This is an optimization exercise on Yosys and OpenROAD, whose aim is small area, a short achievable clock period and few clock cycles, not a production implementation.
In this exercise RTL edits were held to simulation tests only and were not proved equivalent to the original.
Power and IR drop assume default switching activity.

File: design.v
package ccp_pkg;
   localparam int GEN_MAX_LEN_DEF = 17;
   localparam int COUNT_WIDTH_DEF = 32;
   localparam int LEN_HARD_CAP = 17;
   localparam int CSR_DATA_W  = 32;
   localparam int CSR_INDEX_W = 2;
   localparam int POLY_W      = 17;
   localparam int GLEN_W      = 5;
   localparam int MSG_W       = 32;
   localparam int QUEUE_DEPTH_DEF = 2;
   localparam int PAD_W    = 4;
   localparam int CW_LEN_W = 6;
   typedef enum logic [CSR_INDEX_W-1:0] {
      CSR_DATAWORD_IS_BYTE = 2'd0,
      CSR_GEN_POLY         = 2'd1,
      CSR_GEN_LENGTH       = 2'd2,
      CSR_MESSAGE_BYTES    = 2'd3
   } csr_index_type;
   typedef struct packed {
      logic              dataword_is_byte;
      logic [POLY_W-1:0] gen_poly;
      logic [GLEN_W-1:0] gen_length;
      logic [MSG_W-1:0]  message_bytes;
   } cfg_type;
   typedef struct packed {
      logic                hdr;
      logic [PAD_W-1:0]    pad;
      logic                eom;
      logic [CW_LEN_W-1:0] cw_len;
   } job_ctl_type;
endpackage
module crc_codeword_packer_unit (
   input  logic        clock,
   input  logic        reset,
   input  logic        req_valid,
   output logic        req_ready,
   input  logic [7:0]  req_data_byte,
   output logic        rsp_valid,
   input  logic        rsp_ready,
   output logic [7:0]  rsp_out_byte,
   output logic        rsp_is_header,
   output logic        rsp_last_of_run,
   input  logic        csr_write_en,
   input  logic [1:0]  csr_index,
   input  logic [31:0] csr_wdata
);
   logic rst_ff;
   always_ff @(posedge clock) rst_ff <= reset;
   logic        isb;
   logic [15:0] poly;
   logic [4:0]  glen;
   logic [31:0] mreg;
   always_ff @(posedge clock) begin
      if (csr_write_en && csr_index == 2'd0)      isb <= csr_wdata[0];
      else if (rst_ff)                             isb <= 1'b1;
      if (csr_write_en && csr_index == 2'd1)      poly <= csr_wdata[15:0];
      else if (rst_ff)                             poly <= 16'd13;
      if (csr_write_en && csr_index == 2'd2)      glen <= csr_wdata[4:0];
      else if (rst_ff)                             glen <= 5'd4;
      if (csr_write_en && csr_index == 2'd3)      mreg <= csr_wdata;
      else if (rst_ff)                             mreg <= 32'd1;
   end
   logic [4:0]  r_c;
   logic [15:0] pal_c;
   always_comb begin
      if (glen == 5'd0)       r_c = 5'd0;
      else if (glen > 5'd17)  r_c = 5'd16;
      else                    r_c = glen - 5'd1;
      pal_c = (r_c == 5'd0) ? 16'd0 : (poly << (5'd16 - r_c));
   end
   logic [7:0] cc;
   logic [7:0] qa;    
   logic [7:0] qn;
   always_comb begin
      cc = {pal_c[9], pal_c[10], pal_c[11], pal_c[12], pal_c[13], pal_c[14], pal_c[15], 1'b1};
      qa[0] = 1'b1;
      qa[1] = cc[1];
      qa[2] = cc[2] ^ cc[1];
      qa[3] = cc[3] ^ (cc[1] & cc[1]);
      qa[4] = cc[4] ^ (cc[2] & cc[1]) ^ cc[2];
      qa[5] = cc[5] ^ (cc[3] & cc[1]) ^ (cc[1] & cc[2]);
      qa[6] = cc[6] ^ (cc[4] & cc[1]) ^ (cc[2] & cc[2]) ^ cc[3];
      qa[7] = cc[7] ^ (cc[5] & cc[1]) ^ (cc[3] & cc[2]) ^ (cc[1] & cc[3]);
      qn[0] = qa[0];
      qn[1] = qa[1];
      qn[2] = qa[2];
      qn[3] = qa[3];
      qn[4] = qa[4] ^ cc[1];
      qn[5] = qa[5] ^ (qa[1] & cc[1]);
      qn[6] = qa[6] ^ (qa[2] & cc[1]);
      qn[7] = qa[7] ^ (qa[3] & cc[1]);
   end
   logic [15:0] pal;
   logic [4:0]  r;
   logic [7:1]  qc;
   always_ff @(posedge clock) begin
      pal <= pal_c;
      r   <= r_c;
      qc  <= qn[7:1];
   end
   logic       rdy_ff;
   logic       acc_ff;
   logic       hv, tv;
   logic [7:0] hb, tb;
   logic       hhd;           
   logic       hph;           
   logic       hst, tst;      
   logic [31:0] n1;
   logic        cclr;          
   logic        mopen;
   assign req_ready = rdy_ff;
   logic [31:0] n1_p1;
   logic        ge_raw;
   logic        eom_new;
   logic [31:0] tg [6];
   logic [31:0] te [6];
   always_comb begin
      for (int i = 0; i < 32; i++) begin
         tg[0][i] = n1[i] & ~mreg[i];
         te[0][i] = ~(n1[i] ^ mreg[i]);
      end
      for (int l = 1; l < 6; l++) begin
         tg[l] = '0;
         te[l] = '0;
         for (int i = 0; i < (32 >> l); i++) begin
            tg[l][i] = tg[l-1][2*i+1] | (te[l-1][2*i+1] & tg[l-1][2*i]);
            te[l][i] = te[l-1][2*i+1] & te[l-1][2*i];
         end
      end
      ge_raw  = tg[5][0] | te[5][0];
      eom_new = cclr ? (mreg[31:1] == 31'd0) : ge_raw;
      n1_p1   = n1 + 32'd1;
   end
   wire h_fresh = acc_ff & ~tv;
   wire t_fresh = acc_ff & tv;
   wire h_st    = h_fresh ? ~mopen  : hst;
   wire t_st    = t_fresh ? ~mopen  : tst;
   wire h_nhdr  = h_st & ~hhd;
   logic [7:0]  hb_src;
   logic [7:0]  fb_src;
   logic [7:0]  hfb;
   logic [15:0] rem_hi;
   logic [15:0] rem_fin;
   always_comb begin
      for (int i = 0; i < 8; i++) begin
         fb_src[i] = hb_src[7-i];
         for (int j = 0; j < i; j++) begin
            if (i < 4 || j >= 4) fb_src[i] = fb_src[i] ^ (qc[i-j] & hb_src[7-j]);
            else                 fb_src[i] = fb_src[i] ^ (qc[i-j] & hb_src[7-j] & isb);
         end
      end
      rem_hi = 16'd0;
      for (int j = 0; j < 4; j++) rem_hi = rem_hi ^ ({16{hfb[j]}} & (pal << (3 - j)));
      rem_fin = {16{isb}} & (rem_hi << 4);
      for (int j = 4; j < 8; j++) rem_fin = rem_fin ^ ({16{hfb[j]}} & (pal << (7 - j)));
   end
   logic        nib_small;
   logic        p_final;
   logic [23:0] piece;
   logic [4:0]  plen;
   logic [6:0]  mx, my;
   logic [23:0] merged;
   always_comb begin
      nib_small = ~isb & (r < 5'd4);
      p_final   = isb | nib_small | hph;
      mx = {hb[7:4], rem_hi[15:13]};
      my = {hb[3:0], rem_fin[15:13]};
      merged = {mx, 17'd0} | ({my, 17'd0} >> (5'd4 + {3'd0, r[1:0]}));
      if (isb)            piece = {hb, rem_fin};
      else if (nib_small) piece = merged;
      else if (!hph)      piece = {hb[7:4], rem_hi, 4'd0};
      else                piece = {hb[3:0], rem_fin, 4'd0};
      if (isb)            plen = 5'd8 + r;
      else if (nib_small) plen = 5'd8 + {r[3:0], 1'b0};
      else                plen = 5'd4 + r;
   end
   logic [2:0] m3;
   logic [2:0] b8;
   logic [5:0] prod;
   logic [3:0] pad;
   always_comb begin
      m3   = (mreg == 32'd0) ? 3'd1 : mreg[2:0];
      b8   = isb ? r[2:0] : {r[1:0], 1'b0};
      prod = {3'd0, m3} * {3'd0, b8};
      pad  = 4'd8 - {1'b0, prod[2:0]};
   end
   logic [30:0] work;
   logic [4:0]  c;
   logic        vld, hdr, lst, fin;
   assign rsp_valid       = vld;
   assign rsp_out_byte    = work[30:23];
   assign rsp_is_header   = hdr;
   assign rsp_last_of_run = lst;
   logic [4:0]  cn  [2];
   logic        hdn [2];
   logic        fnn [2];
   logic        ldh [2];
   logic        ldp [2];
   logic        upd [2];    
   logic [30:0] ps;
   assign ps = {piece, 7'd0} >> c[2:0];
   for (genvar f = 0; f < 2; f++) begin : g_f
      logic [4:0]  c1;
      logic        room;
      always_comb begin
         c1   = f ? (c - 5'd8) : c;
         room = f ? (c < 5'd16) : (c < 5'd8);
         ldh[f] = hv & room & h_nhdr;
         ldp[f] = hv & room & ~h_nhdr;
         upd[f] = ~hv | (ldp[f] & p_final);
         cn[f]  = c1;
         hdn[f] = f ? 1'b0 : hdr;
         fnn[f] = fin;
         if (ldh[f]) begin
            cn[f]  = 5'd8 + {1'b0, pad};
            hdn[f] = 1'b1;
            fnn[f] = 1'b0;
         end else if (ldp[f]) begin
            cn[f]  = c1 + plen;
            hdn[f] = 1'b0;
            fnn[f] = p_final;
         end
      end
   end
   wire idle_start = ~hv & (c == 5'd0) & ~mopen;
   logic [30:0] wk [2];
   logic        vl [2];
   logic        ls [2];
   always_comb begin
      wk[1] = ldh[1] ? {4'd0, pad, 23'd0} : ({work[22:0], 8'd0} | (ldp[1] ? ps : 31'd0));
      wk[0] = ldh[0] ? {4'd0, pad, 23'd0} : idle_start ? 31'd0 : (work | (ldp[0] ? ps : 31'd0));
      for (int f = 0; f < 2; f++) begin
         vl[f] = cn[f] >= 5'd8;
         ls[f] = fnn[f] & (cn[f] >= 5'd8) & (cn[f] < 5'd16);
      end
   end
   logic [30:0] work_n;
   logic [4:0]  c_n;
   logic        hdr_n_w, fin_n_w, vld_n, lst_n, u, ld_hdr, ld_pc, accept, byp;
   logic        tv_n, hv_n, rdy_n;
   ccp_late u_late (
      .rsp_ready (rsp_ready),
      .req_valid (req_valid),
      .vld       (vld),
      .rdy       (rdy_ff),
      .idle      (idle_start),
      .tv        (tv),
      .pad       (pad),
      .wk1 (wk[1]),  .wk0 (wk[0]),
      .cn1 (cn[1]),  .cn0 (cn[0]),
      .hd1 (hdn[1]), .hd0 (hdn[0]),
      .fn1 (fnn[1]), .fn0 (fnn[0]),
      .vl1 (vl[1]),  .vl0 (vl[0]),
      .ls1 (ls[1]),  .ls0 (ls[0]),
      .up1 (upd[1]), .up0 (upd[0]),
      .lh1 (ldh[1]), .lh0 (ldh[0]),
      .lp1 (ldp[1]), .lp0 (ldp[0]),
      .work_n (work_n),
      .c_n    (c_n),
      .hdr_n  (hdr_n_w),
      .fin_n  (fin_n_w),
      .vld_n  (vld_n),
      .lst_n  (lst_n),
      .u      (u),
      .ld_hdr (ld_hdr),
      .ld_pc  (ld_pc),
      .accept (accept),
      .byp    (byp),
      .tv_n   (tv_n),
      .hv_n   (hv_n)
   );
   always_ff @(posedge clock) begin
      work <= work_n;
      if (rst_ff) begin
         c   <= 5'd0;
         hdr <= 1'b0;
         fin <= 1'b0;
         lst <= 1'b0;
      end else begin
         c   <= c_n;
         hdr <= hdr_n_w;
         fin <= fin_n_w;
         lst <= lst_n;
      end
      if (reset || rst_ff) vld <= 1'b0;
      else                 vld <= vld_n;
   end
   assign hb_src = tv ? tb : req_data_byte;
   always_ff @(posedge clock) begin
      if (reset || rst_ff || (csr_write_en && (csr_index == 2'd1 || csr_index == 2'd2)))
         rdy_ff <= 1'b0;
      else
         rdy_ff <= ~tv_n;
   end
   always_ff @(posedge clock) begin
      if (rst_ff) begin
         acc_ff <= 1'b0;
         hv     <= 1'b0;
         tv     <= 1'b0;
         cclr   <= 1'b1;
         mopen  <= 1'b0;
      end else begin
         acc_ff <= accept;
         if (acc_ff) begin
            n1    <= cclr ? 32'd2 : n1_p1;
            cclr  <= eom_new;
            mopen <= ~eom_new;
         end
         tv <= tv_n;
         hv <= hv_n;
      end
      if (u) begin
         hfb <= fb_src;
         if (tv) begin
            hb   <= tb;
            hst  <= t_st;
            hhd  <= 1'b0;
         end else begin
            hb   <= req_data_byte;
            hhd  <= byp;
         end
         hph <= 1'b0;
      end else begin
         hst  <= h_st;
         if (ld_hdr) hhd <= 1'b1;
         if (ld_pc)  hph <= 1'b1;
      end
      if (tv) begin
         tst  <= t_st;
      end else begin
         tb   <= req_data_byte;
      end
   end
endmodule
module ccp_late (
   input  logic        rsp_ready,
   input  logic        req_valid,
   input  logic        vld,
   input  logic        rdy,
   input  logic        idle,
   input  logic        tv,
   input  logic [3:0]  pad,
   input  logic [30:0] wk1, wk0,
   input  logic [4:0]  cn1, cn0,
   input  logic        hd1, hd0,
   input  logic        fn1, fn0,
   input  logic        vl1, vl0,
   input  logic        ls1, ls0,
   input  logic        up1, up0,
   input  logic        lh1, lh0,
   input  logic        lp1, lp0,
   output logic [30:0] work_n,
   output logic [4:0]  c_n,
   output logic        hdr_n,
   output logic        fin_n,
   output logic        vld_n,
   output logic        lst_n,
   output logic        u,
   output logic        ld_hdr,
   output logic        ld_pc,
   output logic        accept,
   output logic        byp,
   output logic        tv_n,
   output logic        hv_n
);
   wire fire = vld & rsp_ready;
   assign accept = req_valid & rdy;
   assign byp    = accept & idle;
   always_comb begin
      work_n = fire ? wk1 : wk0;
      work_n[26:23] = (fire ? wk1[26:23] : wk0[26:23]) | ({4{byp}} & pad);
      c_n    = (fire ? cn1 : cn0) | ({5{byp}} & (5'd8 + {1'b0, pad}));
      hdr_n  = (fire ? hd1 : hd0) | byp;
      fin_n  = (fire ? fn1 : fn0) & ~byp;
      vld_n  = (fire ? vl1 : vl0) | byp;
      lst_n  = (fire ? ls1 : ls0) & ~byp;
      u      = fire ? up1 : up0;
      ld_hdr = fire ? lh1 : lh0;
      ld_pc  = fire ? lp1 : lp0;
      tv_n   = ~u & (tv | accept);
      hv_n   = ~u | tv | accept;
   end
endmodule
File: flow/run.sh
#!/bin/bash
# Standard layout, with the timing repair steps aiming for setup slack well
# above zero at the design's clock period, and clock tree synthesis without
# dummy loads.
set -euo pipefail
bash standard.sh SETUP_SLACK_MARGIN=11.65 \
  "CTS_ARGS=-sink_clustering_enable -repair_clock_nets -sink_clustering_size 30 -buf_list sky130_fd_sc_hd__clkbuf_8 -dont_use_dummy_load" \
  finish > standard_make.log 2>&1
File: standard.sh
#!/bin/bash
# synth_recipe.tcl (not shown) runs the flow's synth.tcl, then flattens the netlist and writes it again
# the make line also repeats each setting of config.mk as NAME=value (left out here)
make -C /OpenROAD-flow-scripts/flow DESIGN_CONFIG=/design/flow/config.mk WORK_HOME=/design/flow/orfs CLKGATE_MAP_FILE= SYNTH_SCRIPT=/design/flow/synth_recipe.tcl "${@:-finish}"
File: config.mk
export PLATFORM = sky130hd
export DESIGN_NAME = crc_codeword_packer_unit
export DESIGN_NICKNAME = crc_codeword_packer_unit
export VERILOG_FILES = /design/flow/design.v
export SDC_FILE = /design/flow/constraint.sdc
export NUM_CORES = 4
export LEC_CHECK = 0
export ABC_CLOCK_PERIOD_IN_PS = 3000
export CAP_MARGIN = 20
export CORE_MARGIN = 2
export CORE_UTILIZATION = 70
export CTS_BUF_LIST = sky130_fd_sc_hd__clkbuf_8
export CTS_CLUSTER_SIZE = 30
export SLEW_MARGIN = 20
File: constraint.sdc
create_clock -name core_clock -period 16.0 [get_ports {clock}]
set_input_delay 3.2000 -clock core_clock [delete_from_list [all_inputs] [get_ports {clock}]]
set_output_delay 3.2000 -clock core_clock [all_outputs]
set_load 0.01 [all_outputs]
==> results of run 1 <==
==> per-layer routing <==
layer,part of all wire [%],vias up,track usage [%]
li1,-,5105,-
met1,42,5061,41.5
met2,50,431,55.2
met3,5.6,84,4.20
met4,3.1,0,14.2
met5,0,-,0
==> cell families after synthesis <==
logic type	Yosys count	share of synthesized area, %
AOI/OAI and AO/OA	257	13.6
buffers and inverters	154	5.03
and+or+nand+nor	526	18.8
xor gates and xnor gates	174	12.3
adders and majority gates	58	5.72
muxes	88	7.30
DFF	187	37.3
==> registers in the layout, summed over array words and instances, names as in the netlist, 5 cells and up <==
name  cells
r         5
qc        7
tb        8
pal      15
glen      5
c         5
mreg     32
work     31
n1       32
hb        7
hfb       8
poly     16
==> cell type report <==
class / instances / area [um2]
clock buffers: 17 / 234
inverters: 63 / 236
multi-input cells: 1106 / 7670
repair buffers: 89 / 832
flip-flops and latches: 187 / 4790
well taps: 229 / 287
fillers: 1260 / 3920
==> tightest hold or removal path, cell delays in order, from the launching register on <==
cell     delay [ns]
dfxtp_1        0.33
nand2_1        0.04
o21ai_0        0.06
==> power by group through the flow <==
stage / clock network [W] / logic (W) / registers (W)
after floorplan: 0 / 0.000422 / 0.000586
after global placement: 0 / 0.000485 / 0.000638
after detailed placement: 0 / 0.000495 / 0.000639
after CTS: 0.000241 / 0.000499 / 0.000628
after global routing: 0.000260 / 0.000572 / 0.000642
final: 0.000242 / 0.000526 / 0.000635
==> timing repair <==
action	in CTS	in global routing
resized for setup	30	35
setup endpoints to repair	152	83
pin swaps	4	15
hold buffers	0	0
cloned	2	1
buffers inserted	6	14
==> stage by stage <==
| stage | instances | power, W | utilization, % | worst slack, ns |
|---|---|---|---|---|
| after floorplan | 1444 | 0.00101 | - | 11.41 |
| after global placement | 1651 | 0.00112 | 74.7 | 10.57 |
| after detailed placement | 1651 | 0.00113 | 74.7 | 10.49 |
| after CTS | 1676 | 0.00137 | 76.7 | 11.42 |
| after global routing | 1691 | 0.00147 | 78.2 | 11.62 |
| final | 1691 | 0.00140 | 78.2 | 11.65 |
==> layout by cell type (no fill, tap or decap), types with 16 or more instances in the layout <==
master             n
a21oi_1           54
a22oi_1           19
and3_1            61
buf_4             28
clkbuf_8          17
clkdlybuf4s50_1   41
dfxtp_1           81
edfxtp_1         104
ha_1              54
inv_1             61
mux2_2            17
mux2i_1           65
nand2_1          231
nand3_1           23
nand4_1           16
nor2_1            96
nor3_1            17
o21ai_0           56
xnor2_1          109
xor2_1            57
==> final timing paths <==
| path | start | end | slack (ns) | cells past startpoint |
|---|---|---|---|---|
| setup / recovery | req_data_byte[2] | hfb[7]$_DFFE_PN_ | 11.65 | 5 |
| hold / removal | work[2]$_DFF_P_ | work[2]$_DFF_P_ | 0.46 | 2 |
| setup reg to reg | glen[0]$_SDFFCE_PN0P_ | qc[7]$_DFF_P_ | 11.93 | 14 |
| hold reg to reg | work[2]$_DFF_P_ | work[2]$_DFF_P_ | 0.46 | 2 |
==> flow_summary_export.csv, run 1 <==
group,metric,value,unit
outcome,status,"no timing/DRC/antenna violations",
worst_setup_path,worstPathArrival,4.55,ns
worst_setup_path,cp-start-kind,"input port",
timing,maxSlewHeadroom,44.0,%
layout,drive_gt1_share,8.89,%
placed_design,hpwl,22.7,mm
timing,rsz0062_at_grt,"yes",
logic_synthesis,synth_warnings,24,
detailed_routing,vias,10700,
detailed_routing,via_per_inst,6.32,
global_route,grt_pass1_wl,51.0,mm
logic_synthesis,yosysTopAreaCell,"edfxtp_1",
timing,holdWs,0.464,ns
placed_design,dpl_cell_area,13400,um2
worst_setup_path,end_kind,"flip-flop",
logic_synthesis,synth_most_common_cell,"nand2_1",
clocking,clkTransAtPathRegs,0.08,ns
worst_setup_path,slowest_stage,"clkdlybuf4s50_1",
die,top_level_ports,59,
logic_synthesis,yosysSeqAreaShare,37.3,%
global_route,grt_pass1_vias,10300,
pwr,power.internal,0.000874,W
die,start_util,71.3,%
global_route,overflow,0,
pwr,pwr-share-seq,45.2,%
placed_design,gp_congestion,0.933,
die,die-area,19400,um2
pwr,power_frac_comb,37.5,%
detailed_routing,route.detailed.drc,0,
worst_setup_path,crit_family,"XOR/XNOR gates",
detailed_routing,drt-initial-drc-count,866,
pwr,vdd_drop_max,0.0563,mV
clocking,root_buffer,"clkbuf_8",
detailed_routing,drt_wl_total,31.6,mm
timing,period_minus_slack,4.35,ns
logic_synthesis,ys.flop_type,"edfxtp_1",
worst_setup_path,crit_path_max_fanout,5,
worst_setup_path,crit_required,16.20,ns
placed_design,port-buffer-count,58,
timing,setup_violations,0,
worst_setup_path,critPathMaxStageDelay,0.46,ns
timing,tightest_slew,0.834,ns
timing,hold_viol,0,
pwr,leakagePower,5.56,nW
die,rows,49,
timing,fin_crit_sh,27.2,%
timing,tns,0,ns
worst_setup_path,crit_buf_inv,1,
die,die_y,139,um
detailed_routing,drt_pass1_iterations,8,
global_route,grt_usage,32.4,%
global_route,grt_max_degree,58,
clocking,h-tree-depth,4,
flow_run,maxCapViolCount,0,
timing,skew,0.0345,ns
clocking,cts_tree,"yes",
layout,nets,1569,
layout,antenna_cells,0,
worst_setup_path,crit_type,"in -> reg",
pwr,p_sw_share,37.7,%
pwr,p_per_area,99.9,nW/um2
logic_synthesis,ys_seq_elements,187,
logic_synthesis,syn_area_per_cell,8.87,um2
logic_synthesis,syn_area,12800,um2
detailed_routing,detail_route.wl_per_cell,18.7,um
clocking,cts_made_buffers,17,
logic_synthesis,netlist_top_cells_count,"245 x nand2_1, 111 x xnor2_1, 104 x edfxtp_1, 101 x nor2_1, 83 x dfxtp_1",
global_route,antenna_found_initial,0,
die,fp.dieW,139,um
clocking,cts.sinks,187,
clocking,clockBufferDepth,2,
pwr,clkPwrFrac,17.3,%
pwr,p_switching,0.000529,W
logic_synthesis,synth_top_area_share,24.4,%
logic_synthesis,synth_cells,1444,
logic_synthesis,synthArstFlopShare,0,%
layout,design_area,14000,um2
min_path,hold_path.class,"reg -> reg",
layout,areaGrowthSynthToFinish,9.63,%
logic_synthesis,synthTopCellsByArea,"edfxtp_1 24%, dfxtp_1 13%, xnor2_1 7.6%",
worst_setup_path,path_cells,"clkdlybuf4s50_1 -> mux2_2 -> nand2_1 -> xnor2_1 -> xnor3_1",
timing,slew_violations,0,
clocking,worstSkewPairLatency,0.46,ns
timing,clock.fmax,230,MHz
logic_synthesis,ys_types,74,
logic_synthesis,syn_nets,1549,
logic_synthesis,synth_edf_count,104,
detailed_routing,detail-route-antenna-nets,0,
die,core_area,18000,um2
Testbench counts, summed over its fixed seeds: cycles 14,147.
==> run 2, diff against run 1 <==
==> flow/run.sh (replaced) <==
#!/bin/bash
# Standard layout, with the timing repair steps aiming for setup slack well
# above zero at the design's clock period, and clock tree synthesis without
# dummy loads.
set -euo pipefail
bash standard.sh SETUP_SLACK_MARGIN=11.5 \
  "CTS_ARGS=-sink_clustering_enable -repair_clock_nets -sink_clustering_size 30 -buf_list sky130_fd_sc_hd__clkbuf_8 -dont_use_dummy_load" \
  finish > standard_make.log 2>&1
--- a/config.mk
+++ b/config.mk
@@ -12,3 +12,4 @@
 export CTS_BUF_LIST = sky130_fd_sc_hd__clkbuf_8
 export CTS_CLUSTER_SIZE = 30
 export SLEW_MARGIN = 20
+export TNS_END_PERCENT = 10
==> flow_summary_export.csv, run 2 <==
group,metric,value,unit
logic_synthesis,yosysTopAreaCell,"edfxtp_1",
die,rows,49,
pwr,clkPwrFrac,17.5,%
timing,clock.fmax,218,MHz
detailed_routing,drt_pass1_iterations,7,
worst_setup_path,crit_type,"reg -> out",
detailed_routing,drt_wl_total,30.8,mm
detailed_routing,detail_route.wl_per_cell,18.3,um
logic_synthesis,synth_top_family_by_area,"simple AND/OR/NAND/NOR gates",
placed_design,dpl_cell_area,13400,um2
logic_synthesis,synthArstFlopShare,0,%
pwr,pwr-share-seq,45.8,%
global_route,antenna_found_initial,0,
clocking,h-tree-depth,4,
detailed_routing,detail-route-antenna-nets,0,
logic_synthesis,muxShareOfSynthArea,7.30,%
die,start_util,71.3,%
timing,rsz0062_at_grt,"yes",
clocking,root_buffer,"clkbuf_8",
clocking,hold_buffers,0,
pwr,p_switching,0.000515,W
global_route,grt_max_degree,57,
worst_setup_path,r2r_start,"glen[0]$_SDFFCE_PN0P_",
die,top_level_ports,59,
logic_synthesis,yosysSeqAreaShare,37.3,%
worst_setup_path,crit_required,12.80,ns
placed_design,hpwl,22.4,mm
timing,maxSlewHeadroom,44.2,%
timing,skew,0.0425,ns
pwr,p_sw_share,37.3,%
global_route,grt_pass1_wl,50.4,mm
worst_setup_path,crit_buf_inv,1,
layout,layout_commonest_cell,"nand2_1",
layout,multi_input_area,7500,um2
clocking,cts_tree,"yes",
timing,tightest_slew,0.834,ns
pwr,finalPower,0.00138,W
logic_synthesis,synth_cells,1444,
clocking,cts_made_buffers,17,
global_route,grt_usage,32.0,%
clocking,clockBufferDepth,2,
placed_design,port-buffer-count,58,
pwr,p_per_area,100,nW/um2
worst_setup_path,cp-start-kind,"flip-flop",
worst_setup_path,crit_path_max_fanout,2,
worst_setup_path,startpoint,"work[26]$_DFF_P_",
clocking,clkTransAtPathRegs,0.07,ns
detailed_routing,vias,10500,
worst_setup_path,end_kind,"primary output",
detailed_routing,via_per_inst,6.24,
logic_synthesis,syn_area_per_cell,8.87,um2
logic_synthesis,synth_most_common_cell,"nand2_1",
layout,reg_top3,"mreg x32, n1 x32, work x31",
worst_setup_path,slowest_stage,"clkdlybuf4s50_1",
outcome,status,"no timing/DRC/antenna violations",
die,die-area,19400,um2
logic_synthesis,synthXorXnorAreaFrac,12.3,%
min_path,hp-start,"work[6]$_DFF_P_",
clocking,cts.sinks,187,
detailed_routing,drt-initial-drc-count,963,
layout,ff_latch_area,4790,um2
timing,tns,0,ns
logic_synthesis,synth_simple_gate_area_share,18.8,%
pwr,power_frac_comb,36.8,%
die,fp.dieW,139,um
timing,hold_viol,0,
timing,fin_crit_sh,28.6,%
layout,design_area,13800,um2
worst_setup_path,crit_family,"buffers and inverters",
logic_synthesis,syn_area,12800,um2
global_route,grt_pass1_vias,9994,
worst_setup_path,worstPathArrival,1.38,ns
logic_synthesis,synth_edf_count,104,
logic_synthesis,ys.flop_type,"edfxtp_1",
logic_synthesis,netlist_top_cells_count,"245 x nand2_1, 111 x xnor2_1, 104 x edfxtp_1, 101 x nor2_1, 83 x dfxtp_1",
logic_synthesis,synthAdderAreaFrac,5.72,%
logic_synthesis,synth_warnings,24,
min_path,hold_path.class,"reg -> reg",
die,die_y,139,um
logic_synthesis,ys_seq_elements,187,
logic_synthesis,synth_compound_area_share,13.6,%
timing,slew_violations,0,
logic_synthesis,synthTopCellsByArea,"edfxtp_1 24%, dfxtp_1 13%, xnor2_1 7.6%",
timing,period_minus_slack,4.58,ns
logic_synthesis,synth_top_area_share,24.4,%
placed_design,gp_congestion,0.958,
worst_setup_path,path_cells,"clkdlybuf4s50_1",
layout,drive_gt1_share,6.69,%
logic_synthesis,ys_types,74,
clocking,worstSkewPairLatency,0.47,ns
detailed_routing,route.detailed.drc,0,
layout,areaGrowthSynthToFinish,7.52,%
layout,fillCellCount,1323,
layout,final_cell_mix,"241 x nand2_1, 111 x xnor2_1, 104 x edfxtp_1",
pwr,power.internal,0.000865,W
logic_synthesis,syn_nets,1549,
layout,nets,1557,
layout,antenna_cells,0,
flow_run,maxCapViolCount,0,
die,core_area,18000,um2
pwr,vdd_drop_max,0.0685,mV
worst_setup_path,critPathMaxStageDelay,0.57,ns
timing,setup_violations,0,
global_route,overflow,0,
pwr,leakagePower,5.36,nW
[run 2: cell counts after synthesis]
No cell type changed its count.
[run 2: cell families after synthesis]
logic type | after synthesis
flops | 187
fa+ha+maj | 58
simple gates | 526
compound gates | 257
mux | 88
xor+xnor | 174
buf+inv | 154
[run 2: metal layers]
metal | vias up | part of all wire (%) | track usage (%)
met5 | - | 0 | 0
met4 | 0 | 2.7 | 10.5
met3 | 64 | 5.4 | 4.30
met2 | 403 | 50 | 55.3
met1 | 4932 | 42 | 41.6
li1 | 5086 | - | -
[run 2: timing repair]
| item | CTS | global route |
|---|---|---|
| cloned | 1 | 1 |
| pin swaps | 2 | 2 |
| setup buffers | 4 | 4 |
| endpoints found under the setup margin | 108 | 101 |
| gates resized for setup | 8 | 8 |
[run 2: path summary, 6_finish.rpt]
check / endpoint / slack (ns) / cells past startpoint
setup / recovery: rsp_out_byte[3] / 11.42 / 1
hold / removal: work[6]$_DFF_P_ / 0.47 / 2
setup reg to reg: qc[7]$_DFF_P_ / 11.93 / 13
hold reg to reg: work[6]$_DFF_P_ / 0.47 / 2
[run 2: tightest hold or removal path: cells and delay by family (launching register included)]
family,cells,cell delay (ns)
simple gates,1,0.05
flops,1,0.34
compound gates,1,0.06
[run 2: power by group through the flow]
stage / clock network [W] / registers (W) / logic, W
2_1_floorplan: 0 / 0.000586 / 0.000422
3_3_place_gp: 0 / 0.000637 / 0.000484
3_5_place_dp: 0 / 0.000638 / 0.000494
4_1_cts: 0.000243 / 0.000628 / 0.000499
5_1_grt: 0.000262 / 0.000639 / 0.000553
6_report: 0.000241 / 0.000631 / 0.000507
[run 2: stage by stage]
| stage | instances | hold WS (ns) | utilization [%] | setup slack (ns) |
|---|---|---|---|---|
| 2_1_floorplan | 1444 | 0.426 | - | 11.41 |
| 3_3_place_gp | 1652 | 0.440 | 74.7 | 10.54 |
| 3_5_place_dp | 1652 | 0.449 | 74.7 | 10.47 |
| 4_1_cts | 1674 | 0.467 | 76.3 | 11.32 |
| 5_1_grt | 1679 | 0.497 | 76.7 | 11.37 |
| 6_report | 1679 | 0.471 | 76.7 | 11.42 |
[run 2: cell type report]
cell class / instances / share of cell area, %
Clock buffer: 17 / 1.70
Inverter: 63 / 1.72
Multi-Input combinational cell: 1105 / 54.4
Sequential cell: 187 / 34.7
Tap cell: 229 / 2.08
Timing Repair Buffer: 78 / 5.35
==> run 3, diff against run 2 <==
--- a/config.mk
+++ b/config.mk
@@ -12,4 +12,3 @@
 export CTS_BUF_LIST = sky130_fd_sc_hd__clkbuf_8
 export CTS_CLUSTER_SIZE = 30
 export SLEW_MARGIN = 20
-export TNS_END_PERCENT = 10
==> flow_summary_export.csv, run 3 <==
group,metric,value,unit
timing,period_minus_slack,4.44,ns
detailed_routing,detail-route-antenna-nets,0,
min_path,hold_path.class,"reg -> reg",
logic_synthesis,syn_area_per_cell,8.87,um2
worst_setup_path,worstPathArrival,4.61,ns
logic_synthesis,syn_nets,1549,
global_route,grt_usage,31.4,%
global_route,grt_pass1_wl,49.6,mm
layout,antenna_cells,0,
pwr,leakagePower,5.38,nW
timing,maxSlewHeadroom,43.4,%
die,start_util,71.3,%
layout,areaGrowthSynthToFinish,7.35,%
layout,final_cell_mix,"238 x nand2_1, 111 x xnor2_1, 104 x edfxtp_1",
layout,nets,1551,
timing,hold_viol,0,
pwr,vdd_drop_max,0.0747,mV
die,core_area,18000,um2
global_route,overflow,0,
logic_synthesis,synth_cells,1444,
logic_synthesis,yosysSeqAreaShare,37.3,%
worst_setup_path,crit_type,"in -> reg",
logic_synthesis,yosysTopAreaCell,"edfxtp_1",
detailed_routing,route.detailed.drc,0,
timing,tns,0,ns
logic_synthesis,synth_warnings,24,
timing,fin_ws,11.56,ns
clocking,cts_made_buffers,17,
logic_synthesis,ys.flop_type,"edfxtp_1",
clocking,worstSkewPairLatency,0.47,ns
clocking,cts.sinks,187,
timing,setup_violations,0,
clocking,clkTransAtPathRegs,0.07,ns
die,die-area,19400,um2
layout,ff_latch_area,4790,um2
timing,tightest_slew,0.846,ns
logic_synthesis,ys_seq_elements,187,
outcome,status,"no timing/DRC/antenna violations",
timing,slew_violations,0,
placed_design,port-buffer-count,58,
logic_synthesis,syn_area,12800,um2
detailed_routing,drt_wl_total,30.7,mm
die,die_y,139,um
global_route,grt_pass1_vias,10100,
flow_run,maxCapViolCount,0,
clocking,clockBufferDepth,2,
logic_synthesis,synth_most_common_cell,"nand2_1",
layout,multi_input_area,7530,um2
logic_synthesis,ys_types,74,
logic_synthesis,netlist_top_cells_count,"245 x nand2_1, 111 x xnor2_1, 104 x edfxtp_1, 101 x nor2_1, 83 x dfxtp_1",
timing,clock.fmax,225,MHz
die,fp.dieW,139,um
die,top_level_ports,59,
logic_synthesis,synthTopCellsByArea,"edfxtp_1 24%, dfxtp_1 13%, xnor2_1 7.6%",
global_route,grt_max_degree,57,
detailed_routing,drt_pass1_iterations,8,
pwr,p_per_area,100,nW/um2
layout,drive_gt1_share,6.72,%
layout,fillCellCount,1330,
detailed_routing,detail_route.wl_per_cell,18.3,um
clocking,cts_tree,"yes",
clocking,h-tree-depth,4,
timing,rsz0062_at_grt,"no",
clocking,root_buffer,"clkbuf_8",
detailed_routing,via_per_inst,6.27,
placed_design,dp_slack,10.51,ns
timing,skew,0.0506,ns
die,rows,49,
global_route,antenna_found_initial,0,
worst_setup_path,crit_required,16.17,ns
timing,fin_crit_sh,27.8,%
logic_synthesis,synthArstFlopShare,0,%
layout,reg_top3,"mreg x32, n1 x32, work x31",
placed_design,hpwl,22.6,mm
layout,layout_commonest_cell,"nand2_1",
worst_setup_path,crit_path_max_fanout,9,
worst_setup_path,cp-start-kind,"input port",
logic_synthesis,synth_top_area_share,24.4,%
logic_synthesis,synth_edf_count,104,
placed_design,gp_congestion,0.937,
detailed_routing,drt-initial-drc-count,1080,
worst_setup_path,end_kind,"flip-flop",
detailed_routing,vias,10500,
## run 3: critical path: stages
cell	delay, ns
clkdlybuf4s50_1	0.40
mux2_4	0.34
nand2_2	0.09
xor2_1	0.17
xnor2_1	0.14
nand2_1	0.08
xnor3_1	0.20
## run 3: through the flow
stage	utilization (%)	cell area (um2)	total power, W	instances	hold slack [ns]
2_1_floorplan	-	12900	0.00101	1444	0.426
3_3_place_gp	74.7	13400	0.00112	1651	0.443
3_5_place_dp	74.7	13400	0.00113	1651	0.448
4_1_cts	76.3	13700	0.00136	1671	0.466
5_1_grt	76.6	13800	0.00145	1673	0.497
6_report	76.6	13800	0.00138	1673	0.465
## run 3: per-layer routing
metal,track usage [%],routed length (um),vias up
met5,0,0,-
met4,11.5,990,0
met3,4.99,1580,84
met2,54.7,15300,375
met1,39.7,12800,4948
li1,-,-,5078
## run 3: cell families after synthesis
family / after synthesis / synth area share [%]
AND/OR/NAND/NOR: 526 / 18.8
AO/OA/AOI/OAI: 257 / 13.6
flip-flops: 187 / 37.3
XOR/XNOR: 174 / 12.3
buffers and inverters: 154 / 5.03
multiplexers: 88 / 7.30
adder cells (fa/ha/maj): 58 / 5.72
## run 3: final cells by class
class / count / share of cell area (%)
Multi-Input combinational cell: 1105 / 54.8
Tap cell: 229 / 2.08
Sequential cell: 187 / 34.8
Inverter: 63 / 1.72
Clock buffer: 17 / 1.70
Timing Repair Buffer: 72 / 4.92
## run 3: power by group
part,switching [W],total [W],internal [W]
clock network,0.000144,0.000238,0.0000941
logic,0.000292,0.000506,0.000214
registers,0.0000778,0.000631,0.000553
## run 3: path summary, 6_finish.rpt
check                                           start          endpoint  slack, ns  depth (start not counted)
worst max-delay path                 req_data_byte[6]  hfb[7]$_DFFE_PN_      11.56                          7
worst min-delay path                  work[1]$_DFF_P_   work[1]$_DFF_P_       0.47                          2
worst max register to register  glen[0]$_SDFFCE_PN0P_     qc[7]$_DFF_P_      11.85                         14
worst min register to register        work[1]$_DFF_P_   work[1]$_DFF_P_       0.47                          2
## run 3: what timing repair did
action / in CTS / in global routing
resized for setup: 25 / 8
endpoints found under the setup margin: 108 / 62
pin swaps: 1 / 2
hold buffers: 0 / 0
setup buffers: 2 / 1
cloned: 1 / 1
==> run 4, diff against run 3 <==
--- a/config.mk
+++ b/config.mk
@@ -8,7 +8,6 @@
 export ABC_CLOCK_PERIOD_IN_PS = 3000
 export CAP_MARGIN = 20
 export CORE_MARGIN = 2
-export CORE_UTILIZATION = 70
-export CTS_BUF_LIST = sky130_fd_sc_hd__clkbuf_8
-export CTS_CLUSTER_SIZE = 30
+export CORE_UTILIZATION = 75
+export PLACE_DENSITY = 0.85
 export SLEW_MARGIN = 20
==> flow_summary_export.csv, run 4 <==
group,metric,value,unit
timing,fin_ws,11.55,ns
detailed_routing,drt_wl_total,31.5,mm
worst_setup_path,end_kind,"flip-flop",
timing,hold_viol,0,
timing,setup_violations,0,
placed_design,dp.cells,1642,
logic_synthesis,synth_most_common_cell,"nand2_1",
logic_synthesis,synth_top_area_share,24.4,%
placed_design,port-buffer-count,58,
die,start_util,77.0,%
timing,maxSlewHeadroom,39.9,%
pwr,vdd_drop_max,0.0735,mV
pwr,p_per_area,100,nW/um2
global_route,grt_max_degree,57,
clocking,cts.sinks,187,
worst_setup_path,critPathMaxStageDelay,0.45,ns
clocking,cts_tree,"yes",
die,top_level_ports,59,
clocking,root_buffer,"clkbuf_8",
timing,period_minus_slack,4.45,ns
timing,rsz0062_at_grt,"no",
min_path,hold_path.class,"reg -> reg",
logic_synthesis,synth_warnings,24,
clocking,clkTransAtPathRegs,0.06,ns
worst_setup_path,crit_family,"XOR/XNOR gates",
min_path,hp-start,"work[2]$_DFF_P_",
timing,fin_crit_sh,27.8,%
timing,skew,0.0381,ns
die,core_area,16600,um2
worst_setup_path,r2r_start,"glen[0]$_SDFFCE_PN0P_",
detailed_routing,route.detailed.drc,0,
clocking,cts_made_buffers,17,
clocking,worstSkewPairLatency,0.49,ns
logic_synthesis,yosysSeqAreaShare,37.3,%
global_route,grt_pass1_wl,50.8,mm
logic_synthesis,synthArstFlopShare,0,%
layout,drive_gt1_share,7.04,%
detailed_routing,detail-route-antenna-nets,0,
timing,tightest_slew,0.898,ns
worst_setup_path,path_cells,"clkdlybuf4s50_1 -> mux2_2 -> nand2_1 -> xnor2_1 -> xnor2_1 -> xnor2_1",
detailed_routing,drt_pass1_iterations,8,
logic_synthesis,ys_types,74,
timing,clock.fmax,225,MHz
outcome,status,"no timing/DRC/antenna violations",
detailed_routing,vias,10800,
layout,fin_cells,1669,
logic_synthesis,syn_area_per_cell,8.87,um2
die,rows,47,
logic_synthesis,ys_seq_elements,187,
layout,reg_top3,"mreg x32, n1 x32, work x31",
detailed_routing,via_per_inst,6.46,
worst_setup_path,crit_buf_inv,1,
layout,nets,1556,
logic_synthesis,netlist_top_cells_count,"245 x nand2_1, 111 x xnor2_1, 104 x edfxtp_1, 101 x nor2_1, 83 x dfxtp_1",
detailed_routing,drt-initial-drc-count,1105,
worst_setup_path,cp-start-kind,"input port",
layout,layout_commonest_cell,"nand2_1",
logic_synthesis,synthTopCellsByArea,"edfxtp_1 24%, dfxtp_1 13%, xnor2_1 7.6%",
logic_synthesis,syn_nets,1549,
logic_synthesis,synth_cells,1444,
worst_setup_path,crit_type,"in -> reg",
placed_design,gp_congestion,0.925,
die,fp.dieW,135,um
placed_design,hpwl,23.0,mm
global_route,overflow,0,
worst_setup_path,startpoint,"req_data_byte[2]",
clocking,h-tree-depth,4,
flow_run,maxCapViolCount,0,
worst_setup_path,crit_path_max_fanout,5,
placed_design,dp_slack,10.47,ns
detailed_routing,detail_route.wl_per_cell,18.9,um
logic_synthesis,yosysTopAreaCell,"edfxtp_1",
worst_setup_path,worstPathArrival,4.63,ns
logic_synthesis,synth_edf_count,104,
die,die_y,135,um
logic_synthesis,ys.flop_type,"edfxtp_1",
global_route,antenna_found_initial,0,
global_route,grt_usage,35.1,%
timing,slew_violations,0,
layout,final_cell_mix,"238 x nand2_1, 111 x xnor2_1, 104 x edfxtp_1",
timing,tns,0,ns
global_route,grt_pass1_vias,10500,
worst_setup_path,slowest_stage,"clkdlybuf4s50_1",
layout,areaGrowthSynthToFinish,7.60,%
die,die-area,18100,um2
worst_setup_path,crit_required,16.19,ns
clocking,hold_buffers,0,
worst_setup_path,cpMostUsedCell,"xnor2_1",
logic_synthesis,syn_area,12800,um2
pwr,leakagePower,5.39,nW
layout,antenna_cells,0,
clocking,clockBufferDepth,2,
## run 4: cell counts after synthesis
Identical to the previous run, type by type.
## run 4: worst register-to-register path, delay by kind of cell, from the launching register on
| kind | cells | cell delay (ns) |
|---|---|---|
| XOR/XNOR | 4 | 1.23 |
| AND/OR/NAND/NOR | 2 | 0.67 |
| AO/OA/AOI/OAI | 3 | 0.64 |
| buffers and inverters | 3 | 0.60 |
| adder cells (fa/ha/maj) | 2 | 0.49 |
| flip-flops | 1 | 0.46 |
## run 4: worst paths after layout
check                endpoint  slack (ns)  cells after the start
max reg2reg     qc[7]$_DFF_P_       11.86                     14
max          hfb[6]$_DFFE_PN_       11.55                      6
min           work[2]$_DFF_P_        0.47                      2
min reg2reg   work[2]$_DFF_P_        0.47                      2
## run 4: area by class of cell
type	instances	area, um2
Clock buffer	17	234
Fill cell	1045	2860
Inverter	63	236
Multi-Input combinational cell	1104	7530
Sequential cell	187	4790
Tap cell	220	275
Timing Repair Buffer	78	728
## run 4: through the flow
| step | instance area (um2) | total power (W) | utilization, % | hold WS [ns] |
|---|---|---|---|---|
| 2_1_floorplan | 12900 | 0.00101 | - | 0.426 |
| 3_3_place_gp | 13400 | 0.00112 | 80.6 | 0.439 |
| 3_5_place_dp | 13400 | 0.00113 | 80.6 | 0.443 |
| 4_1_cts | 13700 | 0.00137 | 82.3 | 0.463 |
| 5_1_grt | 13800 | 0.00145 | 82.8 | 0.486 |
| 6_report | 13800 | 0.00138 | 82.8 | 0.466 |
## run 4: repair_timing
action,in CTS,in global routing
endpoints found under the setup margin,109,65
gates cloned,1,0
pin swaps,2,4
setup buffers,1,8
resized for setup,23,9
## run 4: cell families (layout without fill, tap and decap cells)
kind of cell    Yosys count  count (layout)  synth area share, %
xor+xnor                174             174                 12.3
simple gates            526             526                 18.8
flops                   187             187                 37.3
mux                      88              88                 7.30
buf+inv                 154             158                 5.03
fa+ha+maj                58              58                 5.72
compound gates          257             258                 13.6
## run 4: report_power, final
part	leakage [nW]	total, W	switching, W	internal (W)
combinational	3.50	0.000512	0.000297	0.000215
sequential	1.77	0.000632	0.0000790	0.000553
clock	0.122	0.000239	0.000145	0.0000940
## run 4: per-layer routing
metal / vias up / global-route usage, % / routed length, um
li1: 5086 / - / -
met4: 0 / 15.4 / 1150
met5: - / 0 / 0
met2: 468 / 61.7 / 15900
met3: 97 / 6.04 / 1990
met1: 5129 / 42.3 / 12500
==> run 5, diff against run 4 <==
==> flow/run.sh (replaced) <==
#!/bin/bash
# Standard layout, with the timing repair steps aiming for setup slack well
# above zero at the design's clock period, plain buffers on the ports, and
# clock tree synthesis without dummy loads.
set -euo pipefail
bash standard.sh SETUP_SLACK_MARGIN=11.65 \
  "BUFFER_PORTS_ARGS=-buffer_cell sky130_fd_sc_hd__buf_4" \
  "CTS_ARGS=-sink_clustering_enable -repair_clock_nets -sink_clustering_size 30 -buf_list sky130_fd_sc_hd__clkbuf_8 -dont_use_dummy_load" \
  finish > standard_make.log 2>&1
--- a/config.mk
+++ b/config.mk
@@ -8,6 +8,7 @@
 export ABC_CLOCK_PERIOD_IN_PS = 3000
 export CAP_MARGIN = 20
 export CORE_MARGIN = 2
-export CORE_UTILIZATION = 75
-export PLACE_DENSITY = 0.85
+export CORE_UTILIZATION = 70
+export CTS_BUF_LIST = sky130_fd_sc_hd__clkbuf_8
+export CTS_CLUSTER_SIZE = 30
 export SLEW_MARGIN = 20
==> flow_summary_export.csv, run 5 <==
group,metric,value,unit
outcome,status,"no timing/DRC/antenna violations",
worst_setup_path,worstPathArrival,1.02,ns
pwr,finalPower,0.00138,W
global_route,grt_pass1_vias,10400,
worst_setup_path,cp.depth,1,
timing,period_minus_slack,4.22,ns
clocking,cts_tree,"yes",
pwr,leakagePower,5.38,nW
pwr,vdd_drop_max,0.0584,mV
logic_synthesis,yosysTopAreaCell,"edfxtp_1",
worst_setup_path,crit_buf_inv,1,
layout,drive_gt1_share,10.7,%
clocking,h-tree-depth,4,
timing,tightest_slew,0.821,ns
worst_setup_path,r2r_end,"qc[7]$_DFF_P_",
worst_setup_path,r2r_start,"glen[0]$_SDFFCE_PN0P_",
die,fp.dieW,139,um
die,top_level_ports,59,
flow_run,maxCapViolCount,0,
timing,setup_violations,0,
global_route,antenna_found_initial,0,
detailed_routing,top_layer_used,"met4",
layout,layout_commonest_cell,"nand2_1",
global_route,grt_usage,32.3,%
detailed_routing,drt_wl_total,30.5,mm
layout,fin_cells,1675,
logic_synthesis,ys_seq_elements,187,
timing,rsz0062_at_grt,"yes",
die,rows,49,
placed_design,dp.cells,1651,
logic_synthesis,ys_types,74,
logic_synthesis,syn_area_per_cell,8.87,um2
pwr,p_per_area,101,nW/um2
timing,tns,0,ns
min_path,whs_path_depth,2,
worst_setup_path,slowest_stage,"dfxtp_1",
worst_setup_path,reg2reg_slack,11.83,ns
timing,clock.fmax,237,MHz
detailed_routing,detail-route-antenna-nets,0,
logic_synthesis,synth_top_area_share,24.4,%
detailed_routing,drt-initial-drc-count,806,
logic_synthesis,synth_most_common_cell,"nand2_1",
layout,fillCellCount,1360,
logic_synthesis,synthArstFlopShare,0,%
logic_synthesis,syn_nets,1549,
die,die-area,19400,um2
logic_synthesis,ys.flop_type,"edfxtp_1",
timing,maxSlewHeadroom,45.2,%
clocking,cts_made_buffers,17,
logic_synthesis,synth_cells,1444,
clocking,worstSkewPairLatency,0.49,ns
global_route,grt_pass1_wl,51.1,mm
min_path,whs_endpoint,"work[0]$_DFF_P_",
layout,antenna_cells,0,
die,die_y,139,um
worst_setup_path,crit_family,"flip-flops",
clocking,clkTransAtPathRegs,0.08,ns
timing,skew,0.0581,ns
die,start_util,71.3,%
detailed_routing,wl_met3,1.62,mm
worst_setup_path,critPathMaxStageDelay,0.41,ns
timing,hold_viol,0,
detailed_routing,route.detailed.drc,0,
layout,nets,1553,
timing,fin_crit_sh,26.4,%
worst_setup_path,crit_required,12.80,ns
timing,slew_violations,0,
layout,areaGrowthSynthToFinish,6.22,%
logic_synthesis,synth_warnings,24,
logic_synthesis,synth_edf_count,104,
global_route,grt_max_degree,57,
worst_setup_path,end_kind,"primary output",
worst_setup_path,cp-start-kind,"flip-flop",
placed_design,port-buffer-count,58,
timing,holdWs,0.470,ns
min_path,hold_path.class,"reg -> reg",
layout,final_cell_mix,"239 x nand2_1, 111 x xnor2_1, 104 x edfxtp_1",
layout,utilization,75.8,%
detailed_routing,met2_length,15.3,mm
clocking,hold_buffers,0,
logic_synthesis,netlist_top_cells_count,"245 x nand2_1, 111 x xnor2_1, 104 x edfxtp_1, 101 x nor2_1, 83 x dfxtp_1",
layout,reg_top3,"mreg x32, n1 x32, work x31",
global_route,overflow,0,
clocking,clockBufferDepth,2,
placed_design,gp_congestion,0.938,
min_path,hp-start,"work[0]$_DFF_P_",
logic_synthesis,yosysSeqAreaShare,37.3,%
detailed_routing,detail_route.wl_per_cell,18.2,um
logic_synthesis,synthTopCellsByArea,"edfxtp_1 24%, dfxtp_1 13%, xnor2_1 7.6%",
worst_setup_path,path_cells,"buf_4",
logic_synthesis,syn_area,12800,um2
placed_design,hpwl,22.5,mm
die,core_area,18000,um2
detailed_routing,drt_pass1_iterations,6,
clocking,cts.sinks,187,
worst_setup_path,crit_path_max_fanout,4,
detailed_routing,via_per_inst,6.28,
detailed_routing,wl_met1,12.5,mm
worst_setup_path,crit_type,"reg -> out",
worst_setup_path,r2r_cells,14,
detailed_routing,vias,10500,
clocking,root_buffer,"clkbuf_8",
[run 5: final cells by class]
| type | instances | area, um2 | share of cell area [%] |
|---|---|---|---|
| clock buffer | 17 | 234 | 1.72 |
| multi-input combinational | 1104 | 7510 | 55.1 |
| timing repair buffer | 75 | 563 | 4.14 |
| inverter | 63 | 236 | 1.74 |
| tap | 229 | 287 | 2.11 |
| sequential | 187 | 4780 | 35.2 |
[run 5: worst max path at each step]
stage                                startpoint  slack, ns                endpoint
final                          work[24]$_DFF_P_      11.78         rsp_out_byte[1]
after floorplan                       rsp_ready      11.41       rdy_ff$_SDFF_PP0_
after global placement                rsp_ready      10.79        work[15]$_DFF_P_
after global routing      glen[0]$_SDFFCE_PN0P_      11.53           qc[7]$_DFF_P_
after detailed placement              rsp_ready      10.79        work[14]$_DFF_P_
after CTS                          csr_index[1]      11.70  poly[13]$_SDFFCE_PN0P_
[run 5: timing repair]
item,CTS,global route
buffers inserted,2,4
resized for setup,5,7
pin swaps,1,0
endpoints found under the setup margin,52,36
gates cloned,1,0
[run 5: through the flow]
step	area, um2	setup slack [ns]
floorplan	12900	11.41
global placement	13300	10.79
detailed placement	13300	10.79
CTS	13600	11.70
global route	13600	11.53
finish	13600	11.78
[run 5: cells by family (layout without fill, tap and decap cells)]
group | after synthesis | after routing | share of synthesized area [%]
and+or+nand+nor | 526 | 526 | 18.8
AOI/OAI and AO/OA | 257 | 258 | 13.6
DFF | 187 | 187 | 37.3
xor gates and xnor gates | 174 | 174 | 12.3
buffers and inverters | 154 | 155 | 5.03
muxes | 88 | 88 | 7.30
adders and majority gates | 58 | 58 | 5.72
[run 5: report_power, final]
part | internal (W) | total (W) | switching (W) | leakage [nW]
clock network | 0.0000941 | 0.000242 | 0.000148 | 0.122
registers | 0.000553 | 0.000631 | 0.0000781 | 1.77
logic | 0.000214 | 0.000503 | 0.000289 | 3.49
total | 0.000861 | 0.00138 | 0.000516 | 5.38
[run 5: layer usage]
metal,GRT usage [%],vias up
met3,4.92,93
met5,0,-
met4,12.2,0
met1,40.9,4980
li1,-,5076
met2,56.0,372
==> run 6, diff against run 5 <==
==> flow/run.sh (replaced) <==
#!/bin/bash
# Standard layout, with the timing repair steps aiming for setup slack well
# above zero at the design's clock period, plain buffers on the ports, and
# clock tree synthesis without dummy loads.
set -euo pipefail
bash standard.sh SETUP_SLACK_MARGIN=12.0 \
  "BUFFER_PORTS_ARGS=-buffer_cell sky130_fd_sc_hd__buf_4" \
  "CTS_ARGS=-sink_clustering_enable -repair_clock_nets -sink_clustering_size 30 -buf_list sky130_fd_sc_hd__clkbuf_8 -dont_use_dummy_load" \
  finish > standard_make.log 2>&1
==> flow_summary_export.csv, run 6 <==
group,metric,value,unit
worst_setup_path,worstPathArrival,0.92,ns
clocking,clockBufferDepth,2,
worst_setup_path,crit_required,12.80,ns
timing,fin_ws,11.88,ns
layout,layout_commonest_cell,"nand2_1",
worst_setup_path,crit_type,"reg -> out",
worst_setup_path,crit_buf_inv,1,
layout,drive_gt1_share,15.2,%
timing,fin_crit_sh,25.8,%
global_route,grt_pass1_wl,50.9,mm
worst_setup_path,cp-start-kind,"flip-flop",
clocking,root_buffer,"clkbuf_8",
worst_setup_path,path_cells,"buf_6",
logic_synthesis,synth_top_area_share,24.4,%
timing,clock.fmax,242,MHz
logic_synthesis,synthTopCellsByArea,"edfxtp_1 24%, dfxtp_1 13%, xnor2_1 7.6%",
clocking,clkTransAtPathRegs,0.10,ns
logic_synthesis,ys.flop_type,"edfxtp_1",
global_route,grt_max_degree,57,
die,die-area,19400,um2
logic_synthesis,netlist_top_cells_count,"245 x nand2_1, 111 x xnor2_1, 104 x edfxtp_1, 101 x nor2_1, 83 x dfxtp_1",
logic_synthesis,yosysTopAreaCell,"edfxtp_1",
timing,slew_violations,0,
global_route,grt_usage,32.2,%
clocking,cts.sinks,187,
outcome,status,"no timing/DRC/antenna violations",
worst_setup_path,crit_family,"flip-flops",
detailed_routing,drt_wl_total,31.1,mm
timing,skew,0.0437,ns
timing,hold_viol,0,
die,die_y,139,um
detailed_routing,detail_route.wl_per_cell,18.3,um
clocking,h-tree-depth,4,
timing,setup_violations,0,
global_route,grt_pass1_vias,10200,
timing,tightest_slew,0.957,ns
logic_synthesis,synth_edf_count,104,
detailed_routing,route.detailed.drc,0,
placed_design,gp_congestion,0.923,
layout,areaGrowthSynthToFinish,10.5,%
clocking,worstSkewPairLatency,0.47,ns
die,start_util,71.3,%
logic_synthesis,synth_cells,1444,
detailed_routing,wl_met1,12.8,mm
logic_synthesis,synth_warnings,24,
detailed_routing,drt_pass1_iterations,6,
pwr,vdd_drop_max,0.0694,mV
worst_setup_path,end_kind,"primary output",
timing,maxSlewHeadroom,36.1,%
timing,rsz0062_at_grt,"yes",
die,top_level_ports,59,
layout,nets,1577,
worst_setup_path,critPathMaxStageDelay,0.34,ns
die,fp.dieW,139,um
global_route,antenna_found_initial,0,
detailed_routing,wl_met3,1.78,mm
clocking,cts_tree,"yes",
detailed_routing,met2_length,15.3,mm
logic_synthesis,synth_most_common_cell,"nand2_1",
worst_setup_path,slowest_stage,"dfxtp_2",
flow_run,maxCapViolCount,0,
detailed_routing,detail-route-antenna-nets,0,
pwr,leakagePower,5.63,nW
logic_synthesis,ys_types,74,
layout,reg_top3,"mreg x32, n1 x32, work x31",
clocking,hold_buffers,0,
global_route,overflow,0,
logic_synthesis,syn_area,12800,um2
detailed_routing,vias,10700,
detailed_routing,drt-initial-drc-count,1029,
min_path,hold_path.class,"reg -> reg",
layout,final_cell_mix,"221 x nand2_1, 107 x xnor2_1, 104 x edfxtp_1",
timing,period_minus_slack,4.12,ns
worst_setup_path,crit_path_max_fanout,2,
timing,tns,0,ns
placed_design,hpwl,22.2,mm
detailed_routing,via_per_inst,6.27,
placed_design,port-buffer-count,58,
pwr,p_per_area,100,nW/um2
detailed_routing,top_layer_used,"met4",
layout,antenna_cells,0,
logic_synthesis,syn_area_per_cell,8.87,um2
placed_design,dp_slack,10.73,ns
die,core_area,18000,um2
logic_synthesis,yosysSeqAreaShare,37.3,%
die,rows,49,
logic_synthesis,synthArstFlopShare,0,%
logic_synthesis,syn_nets,1549,
clocking,cts_made_buffers,17,
logic_synthesis,ys_seq_elements,187,
## run 6: cell counts after synthesis
Identical to the previous run, type by type.
## run 6: cell families after synthesis
| kind of cell | count (synthesis) | share of synthesized area [%] |
|---|---|---|
| AOI/OAI and AO/OA | 257 | 13.6 |
| DFF | 187 | 37.3 |
| buffers and inverters | 154 | 5.03 |
| and+or+nand+nor | 526 | 18.8 |
| adders and majority gates | 58 | 5.72 |
| xor gates and xnor gates | 174 | 12.3 |
| muxes | 88 | 7.30 |
## run 6: path summary, 6_finish.rpt
kind	startpoint	end	slack, ns	depth (start not counted)
min reg2reg	work[6]$_DFF_P_	work[6]$_DFF_P_	0.47	2
max	work[23]$_DFF_P_	rsp_out_byte[0]	11.88	1
min	work[6]$_DFF_P_	work[6]$_DFF_P_	0.47	2
max reg2reg	glen[0]$_SDFFCE_PN0P_	qc[7]$_DFF_P_	12.17	17
## run 6: through the flow
step,instances,power [W],hold WS (ns),instance area (um2),utilization (%)
floorplan,1444,0.00102,0.425,13100,-
global placement,1648,0.00112,0.435,13400,74.4
detailed placement,1648,0.00113,0.449,13400,74.4
CTS,1693,0.00139,0.469,14000,77.9
global route,1699,0.00149,0.490,14200,78.8
finish,1699,0.00142,0.472,14200,78.8
## run 6: timing repair
| item | in CTS | in global routing |
|---|---|---|
| gates resized for setup | 43 | 31 |
| setup endpoints to repair | 81 | 73 |
| buffers inserted | 26 | 5 |
| gates cloned | 2 | 1 |
| pin swaps | 11 | 18 |
## run 6: cell type report
type | instances | area [um2]
flip-flops and latches | 187 | 4800
repair buffers | 97 | 843
inverters | 63 | 236
clock buffers | 17 | 234
multi-input cells | 1106 | 7760
fillers | 1229 | 3800
well taps | 229 | 287
## run 6: report_power, final
group	internal [W]	total (W)	switching [W]
registers	0.000555	0.000641	0.0000860
logic	0.000235	0.000538	0.000304
clock network	0.0000941	0.000238	0.000144
total	0.000884	0.00142	0.000533
## run 6: layer usage
layer  vias to the layer above  global-route usage, %
li1                       5135                      -
met2                       412                   55.0
met3                        91                   4.96
met4                         0                   13.2
met1                      5015                   41.2
met5                         -                      0
==> run 7, diff against run 6 <==
==> flow/run.sh (replaced) <==
#!/bin/bash
# Standard layout, with the timing repair steps aiming for setup slack well
# above zero at the design's clock period, plain buffers on the ports, and
# clock tree synthesis without dummy loads.
set -euo pipefail
bash standard.sh SETUP_SLACK_MARGIN=11.85 \
  "BUFFER_PORTS_ARGS=-buffer_cell sky130_fd_sc_hd__buf_4" \
  "CTS_ARGS=-sink_clustering_enable -repair_clock_nets -sink_clustering_size 30 -buf_list sky130_fd_sc_hd__clkbuf_8 -dont_use_dummy_load" \
  finish > standard_make.log 2>&1
==> flow_summary_export.csv, run 7 <==
group,metric,value,unit
min_path,hold_path.class,"reg -> reg",
worst_setup_path,r2r_end,"qc[7]$_DFF_P_",
pwr,finalPower,0.00139,W
clocking,worstSkewPairLatency,0.47,ns
detailed_routing,drt_wl_total,30.7,mm
detailed_routing,top_layer_used,"met4",
clocking,cts_made_buffers,17,
global_route,overflow,0,
placed_design,port-buffer-count,58,
logic_synthesis,synth_cells,1444,
clocking,clockBufferDepth,2,
worst_setup_path,crit_required,12.80,ns
outcome,status,"no timing/DRC/antenna violations",
clocking,cts_tree,"yes",
detailed_routing,detail_route.wl_per_cell,18.2,um
placed_design,hpwl,22.3,mm
layout,design_area,13800,um2
logic_synthesis,syn_nets,1549,
logic_synthesis,netlist_top_cells_count,"245 x nand2_1, 111 x xnor2_1, 104 x edfxtp_1, 101 x nor2_1, 83 x dfxtp_1",
logic_synthesis,ys_seq_elements,187,
worst_setup_path,cp.depth,1,
global_route,antenna_found_initial,0,
logic_synthesis,yosysTopAreaCell,"edfxtp_1",
clocking,root_buffer,"clkbuf_8",
logic_synthesis,synthTopCellsByArea,"edfxtp_1 24%, dfxtp_1 13%, xnor2_1 7.6%",
die,die-area,19400,um2
logic_synthesis,synth_top_area_share,24.4,%
layout,areaGrowthSynthToFinish,7.66,%
logic_synthesis,synth_most_common_cell,"nand2_1",
die,fp.dieW,139,um
global_route,grt_pass1_wl,49.7,mm
worst_setup_path,crit_family,"flip-flops",
logic_synthesis,syn_area,12800,um2
flow_run,maxCapViolCount,0,
detailed_routing,wl_met3,1.85,mm
worst_setup_path,slowest_stage,"dfxtp_2",
timing,fin_crit_sh,25.8,%
worst_setup_path,cp-start-kind,"flip-flop",
detailed_routing,vias,10500,
worst_setup_path,worstPathArrival,0.93,ns
worst_setup_path,r2r_cells,17,
placed_design,dpl_cell_area,13300,um2
global_route,grt_pass1_vias,9917,
worst_setup_path,crit_path_max_fanout,2,
layout,final_cell_mix,"232 x nand2_1, 111 x xnor2_1, 104 x edfxtp_1",
detailed_routing,wl_met1,12.6,mm
global_route,grt_max_degree,57,
placed_design,gp_congestion,0.932,
global_route,grt_usage,31.5,%
pwr,vdd_drop_max,0.0792,mV
layout,drive_gt1_share,12.5,%
detailed_routing,met2_length,15.4,mm
detailed_routing,drt-initial-drc-count,992,
detailed_routing,via_per_inst,6.26,
layout,reg_top3,"mreg x32, n1 x32, work x31",
timing,rsz0062_at_grt,"yes",
layout,layout_commonest_cell,"nand2_1",
pwr,p_per_area,101,nW/um2
worst_setup_path,reg2reg_slack,12.06,ns
die,core_area,18000,um2
logic_synthesis,yosysSeqAreaShare,37.3,%
worst_setup_path,crit_buf_inv,1,
clocking,cts.sinks,187,
timing,hold_viol,0,
timing,clock.fmax,242,MHz
timing,maxSlewHeadroom,34.5,%
die,rows,49,
die,die_y,139,um
clocking,h-tree-depth,4,
logic_synthesis,syn_area_per_cell,8.87,um2
logic_synthesis,synthArstFlopShare,0,%
timing,tns,0,ns
worst_setup_path,r2r_start,"glen[0]$_SDFFCE_PN0P_",
timing,tightest_slew,0.981,ns
detailed_routing,detail-route-antenna-nets,0,
logic_synthesis,synth_edf_count,104,
worst_setup_path,path_cells,"buf_6",
layout,nets,1560,
layout,antenna_cells,0,
min_path,whs_path_depth,2,
detailed_routing,route.detailed.drc,0,
worst_setup_path,end_kind,"primary output",
pwr,leakagePower,5.44,nW
logic_synthesis,ys_types,74,
logic_synthesis,ys.flop_type,"edfxtp_1",
clocking,clkTransAtPathRegs,0.10,ns
worst_setup_path,crit_type,"reg -> out",
timing,skew,0.0498,ns
detailed_routing,drt_pass1_iterations,6,
timing,setup_violations,0,
die,start_util,71.3,%
worst_setup_path,startpoint,"rdy_ff$_SDFF_PP0_",
worst_setup_path,endpoint,"req_ready",
worst_setup_path,critPathMaxStageDelay,0.37,ns
logic_synthesis,synth_warnings,24,
timing,period_minus_slack,4.13,ns
timing,slew_violations,0,
die,top_level_ports,59,
## run 7: cell counts after synthesis
No cell type changed its count.
## run 7: power breakdown
group	internal, W	switching (W)
clock network	0.0000942	0.000145
registers	0.000554	0.0000809
logic	0.000223	0.000291
## run 7: layout make-up
| cell class | instances | area, um2 |
|---|---|---|
| timing repair buffer | 82 | 646 |
| inverter | 63 | 236 |
| fill | 1305 | 4170 |
| multi-input combinational | 1104 | 7590 |
| clock buffer | 17 | 234 |
| sequential | 187 | 4800 |
| tap | 229 | 287 |
## run 7: worst min path at each step
stage | from | to
3_3_place_gp | work[0]$_DFF_P_ | work[0]$_DFF_P_
6_report | work[1]$_DFF_P_ | work[1]$_DFF_P_
3_5_place_dp | work[1]$_DFF_P_ | work[1]$_DFF_P_
2_1_floorplan | work[0]$_DFF_P_ | work[0]$_DFF_P_
4_1_cts | work[1]$_DFF_P_ | work[1]$_DFF_P_
5_1_grt | work[0]$_DFF_P_ | work[0]$_DFF_P_
## run 7: cell families after synthesis
logic type	share of synthesized area, %
AO/OA/AOI/OAI	13.6
multiplexers	7.30
buffers and inverters	5.03
flip-flops	37.3
AND/OR/NAND/NOR	18.8
XOR/XNOR	12.3
adder cells (fa/ha/maj)	5.72
## run 7: stage by stage
stage / worst slack (ns) / utilization [%] / cells / hold slack [ns]
after detailed placement: 10.79 / 74.1 / 1650 / 0.446
after floorplan: 11.41 / - / 1444 / 0.426
after CTS: 11.80 / 75.9 / 1673 / 0.463
after global routing: 11.72 / 76.8 / 1682 / 0.496
after global placement: 10.79 / 74.1 / 1650 / 0.436
final: 11.87 / 76.8 / 1682 / 0.462
## run 7: what timing repair did
item / in CTS / in global routing
endpoints found under the setup margin: 65 / 60
gates resized for setup: 14 / 24
hold buffers: 0 / 0
gates cloned: 1 / 0
hold endpoints to repair: 0 / 0
pin swaps: 1 / 2
setup buffers: 5 / 9
## run 7: routing by layer
layer | up-vias | track usage [%]
li1 | 5088 | -
met1 | 4956 | 40.3
met2 | 411 | 54.6
met3 | 78 | 4.89
met4 | 0 | 11.0
met5 | - | 0

port drivers added, routing unchanged:
How much do the figures lean on ideal ports? The routed layouts below were timed once more, with nothing changed but the port constraints. Step 1 assumes that a clkbuf_16 drives the clock port and a buf_2 every other input. Step 2 moves the port delays by t, midway between the first and last clock arrival at a register: inputs arrive t later, outputs are due t later. That takes back most of the time a late clock gives input paths. Three values: ideal, step 1, step 2; two values: the first two.
run | t (ns) | setup WS [ns] | worst setup path after step 2 | slew at the worst register clock pin (ns)
run 1 | 0.495 | 11.653 / 11.630 / 11.164 | input to register | 0.11 / 0.11
run 2 | 0.490 | 11.421 / 11.381 / 10.962 | input to register | 0.11 / 0.11
run 3 | 0.494 | 11.559 / 11.581 / 11.087 | input to register | 0.11 / 0.11
run 4 | 0.514 | 11.555 / 11.577 / 11.063 | input to register | 0.11 / 0.11
run 5 | 0.508 | 11.778 / 11.734 / 11.351 | input to register | 0.12 / 0.12
run 6 | 0.495 | 11.875 / 11.832 / 11.411 | input to register | 0.11 / 0.11
run 7 | 0.485 | 11.872 / 11.832 / 11.412 | input to register | 0.11 / 0.11
After both steps every run listed still meets setup and hold. The setup slack of run 4, which loses most, moves by +0.022 ns with the drivers and by -0.492 ns with both steps.
